Source: an optimization exercise on an open RTL-to-GDS flow (aim: a short achievable clock period and few clock cycles per item). Production flows keep margins and buffers that such runs may drop.
Only simulation tests tie the RTL to the original design; equivalence was not proved.
Power and IR drop assume default switching activity.

===== flow/config.mk =====
export PLATFORM = sky130hd
export DESIGN_NAME = keyed_queue_move_to_front
export DESIGN_NICKNAME = keyed_queue_move_to_front
export VERILOG_FILES = /design/flow/design.v
export SDC_FILE = /design/flow/constraint.sdc
export NUM_CORES = 4
export LEC_CHECK = 0
export ABC_CLOCK_PERIOD_IN_PS = 1500
export CAP_MARGIN = 20
export CORE_MARGIN = 2
export CORE_UTILIZATION = 40
export SETUP_SLACK_MARGIN = 1.5
export SLEW_MARGIN = 20

===== flow/constraint.sdc =====
create_clock -name core_clock -period 3.0 [get_ports {clk}]
set_input_delay 0.6000 -clock core_clock [delete_from_list [all_inputs] [get_ports {clk}]]
set_output_delay 0.6000 -clock core_clock [all_outputs]
set_load 0.01 [all_outputs]

===== flow/design.v =====
`default_nettype none
package kqm_pkg;
  localparam logic [1:0] MODE_ENQ = 2'd0;
  localparam logic [1:0] MODE_DEQ = 2'd1;
  localparam logic [1:0] MODE_PRO = 2'd2;
  localparam logic [1:0] ST_OK    = 2'd0;
  localparam logic [1:0] ST_EMPTY = 2'd1;
  localparam logic [1:0] ST_FULL  = 2'd2;
  localparam logic [1:0] ST_MISS  = 2'd3;
  typedef struct packed {
    logic enq;     
    logic deq;     
    logic pro;     
    logic found;   
  } cell_ctl_t;
endpackage
`default_nettype wire
`default_nettype none
module kqm_cell #(
  parameter int KEY_BITS = 16
) (
  input  wire logic                  clk,
  input  wire logic                  rst,
  input  wire logic                  shift_in,    
  input  wire logic                  deq,         
  input  wire logic                  load,        
  input  wire logic [KEY_BITS-1:0]   in_key,
  input  wire logic [KEY_BITS-1:0]   prev_key,
  input  wire logic [KEY_BITS-1:0]   next_key,
  input  wire logic                  next_valid,
  output logic [KEY_BITS-1:0]        key_q,
  output logic                       valid_q
);
  logic [KEY_BITS-1:0] other;
  always_comb begin
    if (deq)       other = next_key;
    else if (load) other = in_key;
    else           other = key_q;
  end
  always_ff @(posedge clk) begin
    if (rst) begin
      valid_q <= 1'b0;
    end else if (deq) begin
      valid_q <= next_valid;
    end else if (load) begin
      valid_q <= 1'b1;
    end
  end
  always_ff @(posedge clk) begin
    key_q <= shift_in ? prev_key : other;
  end
endmodule
`default_nettype wire
`default_nettype none
module keyed_queue_move_to_front #(
  parameter int DEPTH    = 16,
  parameter int KEY_BITS = 16
) (
  input  wire logic                          clk,
  input  wire logic                          rst,
  input  wire logic                          in_valid,
  output logic                               in_stall,
  input  wire logic [1:0]                    mode,
  input  wire logic [KEY_BITS-1:0]           key,
  output logic                               out_valid,
  input  wire logic                          out_stall,
  output logic [KEY_BITS-1:0]                out_key,
  output logic [1:0]                         status,
  output logic [$clog2(DEPTH+1)-1:0]         occupancy
);
  localparam int CW = $clog2(DEPTH+1);
  localparam int OQ = 4;                  
  localparam int NW = $clog2(OQ+1);
  localparam int RW = KEY_BITS + 2 + CW;  
  logic                a_v;
  logic [1:0]          a_mode;
  logic [KEY_BITS-1:0] a_key;
  logic                take;
  assign take = in_valid & ~in_stall;
  always_ff @(posedge clk) begin
    if (rst) a_v <= 1'b0;
    else     a_v <= take;
  end
  always_ff @(posedge clk) begin
    a_mode <= mode;
    a_key  <= key;
  end
  logic                x_v;       
  logic                x_deq;     
  logic                x_enq;     
  logic                x_pro;     
  logic [1:0]          x_st;      
  logic [KEY_BITS-1:0] x_key;
  logic [DEPTH-1:0]    x_m;       
  logic [KEY_BITS-1:0] cell_key [DEPTH];
  logic [DEPTH-1:0]    cell_valid;
  logic [CW-1:0]       count;
  logic [DEPTH-1:0]    hit_ahead;    
  logic [DEPTH-1:0]    hit_behind;     
  logic [DEPTH-1:0]    shift_in;  
  logic [DEPTH-1:0]    tail;      
  logic [DEPTH-1:0]    load;
  logic                found;
  always_comb begin
    for (int i = 0; i < DEPTH; i++) begin
      hit_ahead[i] = |(x_m & ((DEPTH)'((1 << i) - 1)));
      hit_behind[i]  = |(x_m >> i);
      shift_in[i] = x_pro & ~hit_ahead[i] & hit_behind[i];
      tail[i]   = ~cell_valid[i] & ((i == 0) ? 1'b1 : cell_valid[(i == 0) ? 0 : i-1]);
      load[i]   = x_enq & tail[i];
    end
    found = hit_behind[0];
  end
  for (genvar i = 0; i < DEPTH; i++) begin : g_cell
    logic [KEY_BITS-1:0] prev_key;
    logic [KEY_BITS-1:0] next_key;
    logic                next_valid;
    if (i == 0) begin : g_head
      assign prev_key = x_key;
    end else begin : g_body
      assign prev_key = cell_key[i-1];
    end
    if (i == DEPTH-1) begin : g_last
      assign next_key   = cell_key[i];
      assign next_valid = 1'b0;
    end else begin : g_inner
      assign next_key   = cell_key[i+1];
      assign next_valid = cell_valid[i+1];
    end
    kqm_cell #(
      .KEY_BITS (KEY_BITS)
    ) u_cell (
      .clk        (clk),
      .rst        (rst),
      .shift_in   (shift_in[i]),
      .deq        (x_deq),
      .load       (load[i]),
      .in_key     (x_key),
      .prev_key   (prev_key),
      .next_key   (next_key),
      .next_valid (next_valid),
      .key_q      (cell_key[i]),
      .valid_q    (cell_valid[i])
    );
  end
  always_ff @(posedge clk) begin
    if (rst) count <= '0;
    else     count <= count + CW'(x_enq) - CW'(x_deq);
  end
  logic [DEPTH-1:0]    eq;        
  logic                e_ax;      
  logic [DEPTH-1:0]    m_next;
  logic [DEPTH-1:0]    v_next;
  always_comb begin
    for (int i = 0; i < DEPTH; i++) begin
      eq[i] = cell_valid[i] & (cell_key[i] == a_key);
    end
    e_ax = (a_key == x_key);
    for (int i = 0; i < DEPTH; i++) begin
      logic other;
      if (x_deq)        other = (i == DEPTH-1) ? 1'b0 : eq[(i == DEPTH-1) ? i : i+1];
      else              other = eq[i] | (load[i] & e_ax);
      if (shift_in[i])  m_next[i] = (i == 0) ? e_ax : eq[(i == 0) ? 0 : i-1];
      else              m_next[i] = other;
    end
    for (int i = 0; i < DEPTH; i++) begin
      if (x_deq) v_next[i] = (i == DEPTH-1) ? 1'b0 : cell_valid[(i == DEPTH-1) ? i : i+1];
      else       v_next[i] = cell_valid[i] | load[i];
    end
  end
  always_ff @(posedge clk) begin
    if (rst) begin
      x_v   <= 1'b0;
      x_deq <= 1'b0;
      x_enq <= 1'b0;
      x_pro <= 1'b0;
    end else begin
      x_v   <= a_v;
      x_deq <= a_v && (a_mode == kqm_pkg::MODE_DEQ) && v_next[0];
      x_enq <= a_v && (a_mode == kqm_pkg::MODE_ENQ) && !v_next[DEPTH-1];
      x_pro <= a_v && (a_mode == kqm_pkg::MODE_PRO);
    end
  end
  always_ff @(posedge clk) begin
    x_key <= a_key;
    x_m   <= m_next;
    case (a_mode)
      kqm_pkg::MODE_ENQ: x_st <= v_next[DEPTH-1] ? kqm_pkg::ST_FULL : kqm_pkg::ST_OK;
      kqm_pkg::MODE_DEQ: x_st <= v_next[0] ? kqm_pkg::ST_OK : kqm_pkg::ST_EMPTY;
      default:           x_st <= kqm_pkg::ST_OK;
    endcase
  end
  logic [RW-1:0] res;
  logic [1:0]    res_st;
  always_comb begin
    res_st = x_pro ? (found ? kqm_pkg::ST_OK : kqm_pkg::ST_MISS) : x_st;
    res    = {(x_deq ? cell_key[0] : {KEY_BITS{1'b0}}), res_st,
              CW'(count + CW'(x_enq) - CW'(x_deq))};
  end
  logic [OQ-1:0] o_v;
  logic [RW-1:0] o_d [OQ];
  logic [NW-1:0] owed;      
  logic [NW-1:0] owed_next;
  logic          pop;
  assign pop = o_v[0] & ~out_stall;
  always_ff @(posedge clk) begin
    if (rst) begin
      o_v <= '0;
    end else begin
      for (int i = 0; i < OQ; i++) begin
        logic nv, pv;
        nv = (i == OQ-1) ? 1'b0 : o_v[(i == OQ-1) ? i : i+1];
        pv = (i == 0) ? 1'b1 : o_v[(i == 0) ? 0 : i-1];
        if (pop) o_v[i] <= nv | (x_v & o_v[i]  & ~nv);
        else     o_v[i] <= o_v[i] | (x_v & pv);
      end
    end
  end
  always_ff @(posedge clk) begin
    for (int i = 0; i < OQ; i++) begin
      if (pop) begin
        if (i < OQ-1 && o_v[(i == OQ-1) ? i : i+1]) o_d[i] <= o_d[(i == OQ-1) ? i : i+1];
        else                                       o_d[i] <= res;
      end else begin
        if (!o_v[i]) o_d[i] <= res;
      end
    end
  end
  assign owed_next = owed + NW'(take) - NW'(pop);
  always_ff @(posedge clk) begin
    if (rst) begin
      owed     <= '0;
      in_stall <= 1'b0;
    end else begin
      owed     <= owed_next;
      in_stall <= (owed_next >= NW'(OQ));
    end
  end
  assign out_valid = o_v[0];
  assign {out_key, status, occupancy} = o_d[0];
endmodule
`default_nettype wire

===== flow/run.sh =====
#!/bin/bash
# synth_recipe.tcl (not shown) runs the flow's synth.tcl, then flattens the netlist and writes it again
# the make line also repeats each setting of config.mk as NAME=value (left out here)
make -C /OpenROAD-flow-scripts/flow DESIGN_CONFIG=/design/flow/config.mk WORK_HOME=/design/flow/orfs CLKGATE_MAP_FILE= SYNTH_SCRIPT=/design/flow/synth_recipe.tcl finish

==> results of run 1 <==
-- synth_stat cells (9+ instances only) --
cell type,count
sky130_fd_sc_hd__a211oi_1,32
sky130_fd_sc_hd__a21oi_1,398
sky130_fd_sc_hd__a221oi_1,23
sky130_fd_sc_hd__buf_1,9
sky130_fd_sc_hd__buf_2,52
sky130_fd_sc_hd__clkbuf_1,104
sky130_fd_sc_hd__dfxtp_1,154
sky130_fd_sc_hd__edfxtp_1,279
sky130_fd_sc_hd__inv_1,30
sky130_fd_sc_hd__mux2_2,31
sky130_fd_sc_hd__mux2_4,9
sky130_fd_sc_hd__nand2_1,222
sky130_fd_sc_hd__nand3_1,34
sky130_fd_sc_hd__nand4_1,53
sky130_fd_sc_hd__nor2_1,209
sky130_fd_sc_hd__nor2b_1,23
sky130_fd_sc_hd__nor4_1,19
sky130_fd_sc_hd__o21ai_0,150
sky130_fd_sc_hd__o21ai_1,30
sky130_fd_sc_hd__o31ai_1,14
sky130_fd_sc_hd__or3_1,16
sky130_fd_sc_hd__xnor2_1,268
sky130_fd_sc_hd__xor2_1,11
-- metrics by stage --
step,area [µm²],power [W],util [%]
3_5_place_dp,24300,0.00776,44.3
2_1_floorplan,23600,0.00741,-
6_report,31900,0.0139,58.2
4_1_cts,28700,0.0137,52.5
3_3_place_gp,24300,0.00774,44.3
5_1_grt,31900,0.0142,58.2
-- registers in the layout (all words and copies together) (netlist names) --
register	count
x_st	2
g_cell.u_cell.valid_q	16
a_mode	2
owed	3
count	5
o_d	92
x_m	16
a_key	16
x_v	1
x_enq	1
o_v	4
a_v	1
x_key	16
g_cell.u_cell.key_q	256
x_deq	1
x_pro	1
-- routing by layer --
layer	wire [µm]	up-vias	share of wire [%]
li1	-	8747	-
met1	33900	10100	36
met2	41400	1648	45
met3	11000	463	12
met4	6600	0	7.1
met5	0	-	0
-- final cells by class --
cell class / instances / area [µm²] / area share, %
sequential: 433 / 11600 / 36.4
antenna: 1 / 2.50 / 0.00785
timing repair buffer: 365 / 4830 / 15.2
multi-input combinational: 1661 / 12900 / 40.4
clock inverter: 14 / 78.8 / 0.247
inverter: 32 / 143 / 0.447
tap: 704 / 881 / 2.76
clock buffer: 74 / 1460 / 4.58
-- worst register-to-register path, cell delays in order (launching register included) --
cell	delay, ns
sky130_fd_sc_hd__dfxtp_4	0.37
sky130_fd_sc_hd__or4_4	0.65
sky130_fd_sc_hd__nor3_4	0.32
sky130_fd_sc_hd__a21oi_2	0.15
sky130_fd_sc_hd__or3_4	0.52
-- kinds of logic (layout without fill, tap and decap cells) --
kind of cell / Yosys count / in the layout / share of synthesized area [%]
AO/OA/AOI/OAI: 683 / 686 / 17.0
XOR/XNOR: 279 / 279 / 11.1
adder cells (fa/ha/maj): 9 / 9 / 0.579
buffers and inverters: 202 / 485 / 3.86
flip-flops: 433 / 433 / 52.0
multiplexers: 43 / 43 / 2.33
other: 0 / 1 / 0
AND/OR/NAND/NOR: 618 / 644 / 13.1
-- worst min-delay path by stage --
stage	start	endpoint	slack [ns]	cells past startpoint
detailed placement	o_d[3][21]	o_d[3][21]	0.44	2
CTS	a_key[8]	x_key[8]	0.40	0
global route	a_key[8]	x_key[8]	0.42	0
finish	a_key[8]	x_key[8]	0.41	0
global placement	o_d[3][7]	o_d[3][7]	0.44	2
floorplan	a_key[12]	x_key[12]	0.33	0
-- power groups by stage --
stage | sequential [W] | combinational [W] | clock (W)
after floorplan | 0.00666 | 0.000752 | 0
after global placement | 0.00670 | 0.00104 | 0
after detailed placement | 0.00671 | 0.00106 | 0
after CTS | 0.00656 | 0.00121 | 0.00591
after global routing | 0.00658 | 0.00146 | 0.00613
final | 0.00657 | 0.00140 | 0.00591
-- repair_timing --
item	in CTS	in global routing
resized for setup	414	444
pin swaps	69	81
setup endpoints to repair	657	641
cloned	44	40
setup buffers	95	80
==> impl_summary.log, run 1 <==
INFO  metric result_of_the_run = complete, no violations
INFO  metric path_buf_inv = 0
INFO  metric chip_height = 239 µm
INFO  metric critical_path.reg2reg.endpoint = g_cell[2].u_cell.key_q[6]
INFO  metric period_minus_slack = 2.29 ns
INFO  metric asyncSetResetFlopFracSynth = 0%
INFO  metric share_of_the_cycle_needed_by_the_critical_path_after_routing = 76.4%
INFO  metric timing.critical_path.from = x_m[15]
INFO  metric yosys_warnings = 5
INFO  metric route.vias.total = 20,900
INFO  metric layout.nets = 2,571
INFO  metric crit_required = 3.33 ns
INFO  metric synth_seq_area_share = 52.0%
INFO  metric worst_max_slew_pin_slew = 0.566 ns
INFO  metric vias_per_cell = 6.38
INFO  metric globalRoute.busiestLayer = met2
INFO  metric leakage = 11.4 nW
INFO  metric io_buffer_count = 46
INFO  metric worst_slew_slack_as_a_fraction_of_its_limit = 62.2%
INFO  metric floorplan.initialDensity = 40.2%
INFO  metric synthesis.area_per_instance = 9.72 µm²
INFO  metric max-clock-path-buffers = 3
INFO  metric floorplan_core_area = 54,800 µm²
INFO  metric critical_path.slowest_cell = sky130_fd_sc_hd__or4_4
INFO  metric first_global_vias = 19,400
INFO  metric maximum_number_of_pins_on_one_net_before_global_route_repair = 76
INFO  metric power.share.switching = 24.7%
INFO  metric wire_per_inst = 28.3 µm
INFO  metric final_layout_size_suffix_gt1_share = 38.4%
INFO  metric critical_path_peak_fanout = 8
INFO  metric max_cap_violations = 0
INFO  metric critPathLaunchType = register
INFO  metric setup_slack = 0.709 ns
INFO  metric dp_cells = 2,936
INFO  metric cts_hold_repair.buffers = 0
INFO  metric total_switching_power = 0.00342 W
INFO  metric grt.overflow.total = 0
INFO  metric ir_drop = 0.000446 V
INFO  metric regToRegStartpoint = x_m[15]
INFO  metric crit_cells = 4
INFO  metric post_synth_instance_area = 22,000 µm²
INFO  metric critPathTopFamily = simple AND/OR/NAND/NOR gates
INFO  metric initialDrtViolationCount = 2,757
INFO  metric power_per_cell_area = 435 nW/µm²
INFO  metric route.detailed.drc = 0
INFO  metric dp_hpwl = 50,600 µm
INFO  metric report.final.setup_viol = 0
INFO  metric timing.reg2reg.worst_path_depth = 4
INFO  metric clkTransAtPathRegs = 0.06 ns
INFO  metric synth_top_flop_cell = sky130_fd_sc_hd__edfxtp_1
INFO  metric routed_wl = 92,900 µm
INFO  metric share_clk_of_total_power = 42.6%
INFO  metric worstPathArrival = 2.62 ns
INFO  metric cts_root_buf = sky130_fd_sc_hd__clkbuf_16
INFO  metric dpl_worst_slack = 0.223 ns
INFO  metric insertion_delay = 0.62 ns
INFO  metric area_enclosed_by_the_die_boundary = 57,000 µm²
INFO  metric cell_internal_pwr = 0.0105 W
INFO  metric synthesis_to_layout_area_growth = 44.7%
INFO  metric number_of_antenna_violations_at_the_first_check_in_global_routing = 0
INFO  metric slew_viol_final = 0
INFO  metric synth-seq-cells = 433
INFO  metric p_comb_share = 10.1%
INFO  metric htree_num_levels = 2
INFO  metric clock_tree_from_tritoncts = done
INFO  metric path_cells = or4_4, nor3_4, a21oi_2, or3_4
INFO  metric max_clock_freq = 436 MHz
INFO  metric setup_tns = 0 ns
INFO  metric synth.top_cells.by_area = sky130_fd_sc_hd__edfxtp_1 (38%), sky130_fd_sc_hd__dfxtp_1 (14%), sky130_fd_sc_hd__xnor2_1 (11%), sky130_fd_sc_hd__a21oi_1 (9.0%), sky130_fd_sc_hd__nand2_1 (3.8%)
INFO  metric worst_hold_class = register to register
INFO  metric use_met3 = 5.17%
INFO  metric crit_type = register to register
INFO  metric worst_setup_path_endpoint = g_cell[2].u_cell.key_q[6]
INFO  metric gp_routability_congestion = 0.892
INFO  metric global_route_track_usage_on_met2 = 46.2%
INFO  metric ant_nets = 0
INFO  metric critical_path.max_stage_delay = 0.65 ns
INFO  metric final.fill_count = 4,315
INFO  metric ys_types = 65
INFO  metric timing.final.hold_violations = 0
INFO  metric yosysTopAreaCell = sky130_fd_sc_hd__edfxtp_1
INFO  metric top_library_cells_by_usage_in_the_layout_fill_and_taps_aside = sky130_fd_sc_hd__a21oi_1 (305), sky130_fd_sc_hd__edfxtp_1 (279), sky130_fd_sc_hd__xnor2_1 (229), sky130_fd_sc_hd__nand2_1 (158), sky130_fd_sc_hd__nor2_1 (128)
INFO  metric synthesis.instances = 2,267
INFO  metric layout_commonest_cell = sky130_fd_sc_hd__a21oi_1
INFO  metric tritoncts_num_sinks = 433
INFO  metric cts-buffers-inserted = 47
INFO  metric unrepaired_setup_endpoints_after_global_routing = yes
INFO  metric hold-worst-slack = 0.411 ns
INFO  metric rows = 86
INFO  metric met1_usage = 38.5%
INFO  metric final_cells = 3,284
INFO  metric synth_enable_flop_cells = 279
INFO  metric track_usage = 29.5%
INFO  metric synthesis.nets = 2,298
INFO  metric drt_pre_antenna_iters = 6
INFO  metric rrSetupSlack = 0.71 ns
INFO  metric synth.top_cell.area_share = 38.0%
INFO  metric dieWidth = 239 µm
INFO  metric setup.worst_path.end_class = register
INFO  metric skew = 0.0301 ns
INFO  metric grt_pass1_wl = 126,000 µm
INFO  metric pin_count = 47
INFO  metric seq_power_share = 47.4%
Testbench counts, summed over its fixed seeds: cycles 24,024, items 24,000.
==> inputs of run 2 (changes only) <==
--- a/flow/config.mk
+++ b/flow/config.mk
@@ -6,8 +6,6 @@
 export NUM_CORES = 4
 export LEC_CHECK = 0
-export ABC_CLOCK_PERIOD_IN_PS = 1500
 export CAP_MARGIN = 20
 export CORE_MARGIN = 2
 export CORE_UTILIZATION = 40
-export SETUP_SLACK_MARGIN = 1.5
 export SLEW_MARGIN = 20
==> run 2 against run 1 <==
  * Via count shrank 15%
  * Sequential power hardly changed
  * Synthesized cell count stayed put
  * Worst setup slack worse by 0.33 ns
  * Sequential share of layout area rose by 9.5 points
  * Critical path type unchanged
  * Largest cell class is now registers
  * Clock skew decreased by 0.0074 ns
  * Maximum frequency down 13%
==> impl_summary.log, run 2 <==
INFO  metric post_dp_cell_area = 23,500 µm²
INFO  metric rows = 86
INFO  metric synth_fa_ha_area_share = 0.579%
INFO  metric synth_common_cells = sky130_fd_sc_hd__a21oi_1 (398), sky130_fd_sc_hd__edfxtp_1 (279), sky130_fd_sc_hd__xnor2_1 (268)
INFO  metric insertion_delay = 0.61 ns
INFO  metric synth_area_in_simple_gates = 13.1%
INFO  metric critical_path_peak_fanout = 16
INFO  metric cts_hold_repair.buffers = 0
INFO  metric clkTransAtPathRegs = 0.06 ns
INFO  metric routed_wl = 69,700 µm
INFO  metric register_with_the_most_flip_flops = g_cell.u_cell.key_q
INFO  metric report.power.total = 0.0134 W
INFO  metric area_enclosed_by_the_die_boundary = 57,000 µm²
INFO  metric top_library_cells_by_usage_in_the_layout_fill_and_taps_aside = sky130_fd_sc_hd__a21oi_1 (398), sky130_fd_sc_hd__edfxtp_1 (279), sky130_fd_sc_hd__xnor2_1 (268), sky130_fd_sc_hd__nand2_1 (222), sky130_fd_sc_hd__nor2_1 (208)
INFO  metric result_of_the_run = complete, no violations
INFO  metric synth_seq_area_share = 52.0%
INFO  metric critical_path.max_stage_delay = 0.68 ns
INFO  metric wire_per_inst = 23.0 µm
INFO  metric antenna_cells_inserted = 0
INFO  metric rrSetupSlack = 0.38 ns
INFO  metric critical_path.slowest_cell = sky130_fd_sc_hd__or3_1
INFO  metric grt.overflow.total = 0
INFO  metric combinational_family_with_the_most_area_after_synthesis = compound AO/OA/AOI/OAI gates
INFO  metric io_buffer_count = 46
INFO  metric maximum_number_of_pins_on_one_net_before_global_route_repair = 181
INFO  metric track_usage = 24.3%
INFO  metric pin_count = 47
INFO  metric synth.top_cell.area_share = 38.0%
INFO  metric period_minus_slack = 2.62 ns
INFO  metric worst_max_slew_pin_slew = 0.994 ns
INFO  metric synthesis_to_layout_area_growth = 13.5%
INFO  metric largest_reg_flops = 256
INFO  metric gp_routability_congestion = 0.886
INFO  metric unrepaired_setup_endpoints_after_global_routing = no
INFO  metric synth_enable_flop_cells = 279
INFO  metric largestRegisters = g_cell.u_cell.key_q: 256 flops, o_d: 92 flops
INFO  metric cts_root_buf = sky130_fd_sc_hd__clkbuf_16
INFO  metric power_per_cell_area = 536 nW/µm²
INFO  metric floorplan.initialDensity = 40.2%
INFO  metric timing.final.hold_violations = 0
INFO  metric post_synth_instance_area = 22,000 µm²
INFO  metric htree_num_levels = 2
INFO  metric critPathLaunchType = register
INFO  metric cts.repair.resized = 0
INFO  metric dp_cells = 2,946
INFO  metric final_cells = 3,034
INFO  metric synth-seq-cells = 433
INFO  metric yosys.area_share.xor_xnor = 11.1%
INFO  metric ys_types = 65
INFO  metric number_of_antenna_violations_at_the_first_check_in_global_routing = 0
INFO  metric max_clock_freq = 381 MHz
INFO  metric setup.worst_path.end_class = register
INFO  metric critical_path.reg2reg.endpoint = g_cell[5].u_cell.key_q[4]
INFO  metric worstPathArrival = 2.85 ns
INFO  metric clock_tree_from_tritoncts = done
INFO  metric final_layout_size_suffix_gt1_share = 10.0%
INFO  metric worst_hold_path.endpoint = a_key[5]
INFO  metric post-cts-setup-buffer-count = 0
INFO  metric floorplan_core_area = 54,800 µm²
INFO  metric max-clock-path-buffers = 3
INFO  metric synth-compound-area-share = 17.0%
INFO  metric crit_type = register to register
INFO  metric layout_commonest_cell = sky130_fd_sc_hd__a21oi_1
INFO  metric post_synth_mux_area_share = 2.33%
INFO  metric leakage = 8.43 nW
INFO  metric ant_nets = 0
INFO  metric yosys_warnings = 5
INFO  metric tritoncts_num_sinks = 433
INFO  metric report.final.setup_viol = 0
INFO  metric asyncSetResetFlopFracSynth = 0%
INFO  metric cts-buffers-inserted = 47
INFO  metric crit_required = 3.22 ns
INFO  metric setup_tns = 0 ns
INFO  metric synth.top_cells.by_area = sky130_fd_sc_hd__edfxtp_1 (38%), sky130_fd_sc_hd__dfxtp_1 (14%), sky130_fd_sc_hd__xnor2_1 (11%), sky130_fd_sc_hd__a21oi_1 (9.0%), sky130_fd_sc_hd__nand2_1 (3.8%)
INFO  metric route.detailed.drc = 0
INFO  metric route.vias.total = 17,700
INFO  metric synth_top_flop_cell = sky130_fd_sc_hd__edfxtp_1
INFO  metric worst_hold_startpoint = key[5]
INFO  metric synthesis.area_per_instance = 9.72 µm²
INFO  metric max_cap_violations = 0
INFO  metric drt_pre_antenna_iters = 5
INFO  metric regToRegStartpoint = x_m[12]
INFO  metric grt_pass1_wl = 105,000 µm
INFO  metric dp_hpwl = 47,600 µm
INFO  metric worst_hold_class = input pin to register
INFO  metric worstHoldPathCells = 1
INFO  metric vias_per_cell = 5.85
INFO  metric worst_slew_slack_as_a_fraction_of_its_limit = 33.6%
INFO  metric synthMostInstantiatedCell = sky130_fd_sc_hd__a21oi_1
INFO  metric slew_viol_final = 0
INFO  metric share_of_the_cycle_needed_by_the_critical_path_after_routing = 87.4%
INFO  metric path_cells = or4_1, nor2_1, a211oi_4, or3_1
INFO  metric chip_height = 239 µm
INFO  metric layout.nets = 2,322
INFO  metric dieWidth = 239 µm
INFO  metric initialDrtViolationCount = 2,081
INFO  metric finalInstanceArea = 25,000 µm²
INFO  metric ir_drop = 0.000341 V
INFO  metric synthesis.nets = 2,298
INFO  metric timing.reg2reg.worst_path_depth = 4
INFO  metric skew = 0.0227 ns
INFO  metric synthesis.instances = 2,267
INFO  metric yosysTopAreaCell = sky130_fd_sc_hd__edfxtp_1
INFO  metric first_global_vias = 17,100
run 2: cell counts after synthesis:
No cell type changed its count.
run 2: where the power goes:
group | leakage, nW | internal (W) | switching, W
clock network | 0.753 | 0.00338 | 0.00246
logic | 3.84 | 0.000427 | 0.000607
registers | 3.84 | 0.00647 | 0.0000799
run 2: routing by layer:
| metal | GRT usage, % | part of all wire (%) | vias to the layer above |
|---|---|---|---|
| li1 | - | - | 8151 |
| met1 | 33.2 | 42 | 8541 |
| met2 | 37.5 | 44 | 873 |
| met3 | 4.75 | 9.1 | 183 |
| met5 | 0 | 0 | - |
| met4 | 10.5 | 4.7 | 0 |
run 2: stage by stage:
step | util, % | hold WS [ns] | worst slack [ns]
4_1_cts | 45.7 | 0.426 | 0.396
6_report | 45.7 | 0.447 | 0.377
3_5_place_dp | 42.9 | 0.443 | 0.300
2_1_floorplan | - | 0.326 | 0.349
5_1_grt | 45.7 | 0.434 | 0.308
3_3_place_gp | 42.9 | 0.434 | 0.236
run 2: worst max-delay path by stage:
stage               cells after the start                         end  slack (ns)       from
global route                            4   g_cell[2].u_cell.key_q[9]        0.31    x_m[12]
CTS                                     4  g_cell[5].u_cell.key_q[12]        0.40    x_m[12]
global placement                       11                     owed[2]        0.24  out_stall
floorplan                              12                     owed[2]        0.35  out_stall
finish                                  4   g_cell[5].u_cell.key_q[4]        0.38    x_m[12]
detailed placement                     11                     owed[2]        0.30  out_stall
run 2: worst max-delay path, delay by kind of cell (launching register included):
kind	cells	cell delay, ns
DFF	1	0.38
AOI/OAI and AO/OA	1	0.12
and+or+nand+nor	3	1.73
run 2: cells by family after synthesis:
group / after synthesis
fa+ha+maj: 9
compound gates: 683
buf+inv: 202
flops: 433
simple gates: 618
mux: 43
xor+xnor: 279
run 2: cell type report:
| type | instances | area, µm² |
|---|---|---|
| clock buffers | 77 | 1410 |
| inverters | 32 | 120 |
| fillers | 5129 | 29800 |
| clock inverters | 11 | 120 |
| flip-flops and latches | 433 | 11500 |
| repair buffers | 145 | 1250 |
| well taps | 704 | 881 |
| multi-input cells | 1632 | 9770 |

what the ideal ports hide:
How much do the figures lean on ideal ports? The routed layouts below were timed once more, with nothing changed but the port constraints. Step 1: set_driving_cell puts a clkbuf_16 on clk and a buf_2 on each other input, an assumption about the parent block. Step 2, shift: input delay + t, output delay - t, t = (earliest + latest rising clock arrival at the registers) / 2. This alone moves slack from input paths to output paths. Slacks: no drivers / after step 1 / after step 2; pairs: no drivers / after step 1.
| run | shift t [ns] | setup slack, ns | worst hold slack (ns) | worst setup path at the end | worst data-port slew with drivers (ns) |
|---|---|---|---|---|---|
| run 1 | 0.663 | 0.709 / 0.709 / 0.533 | 0.411 / 0.390 / 0.411 | input to register | 0.03 |
| run 2 | 0.651 | 0.377 / 0.377 / 0.282 | 0.447 / 0.414 / 0.454 | input to register | 0.05 |
After both steps setup and hold are still met in every run listed. For run 1, which loses most, drivers alone change the setup slack by 0.000 ns; drivers and shift together by -0.176 ns.
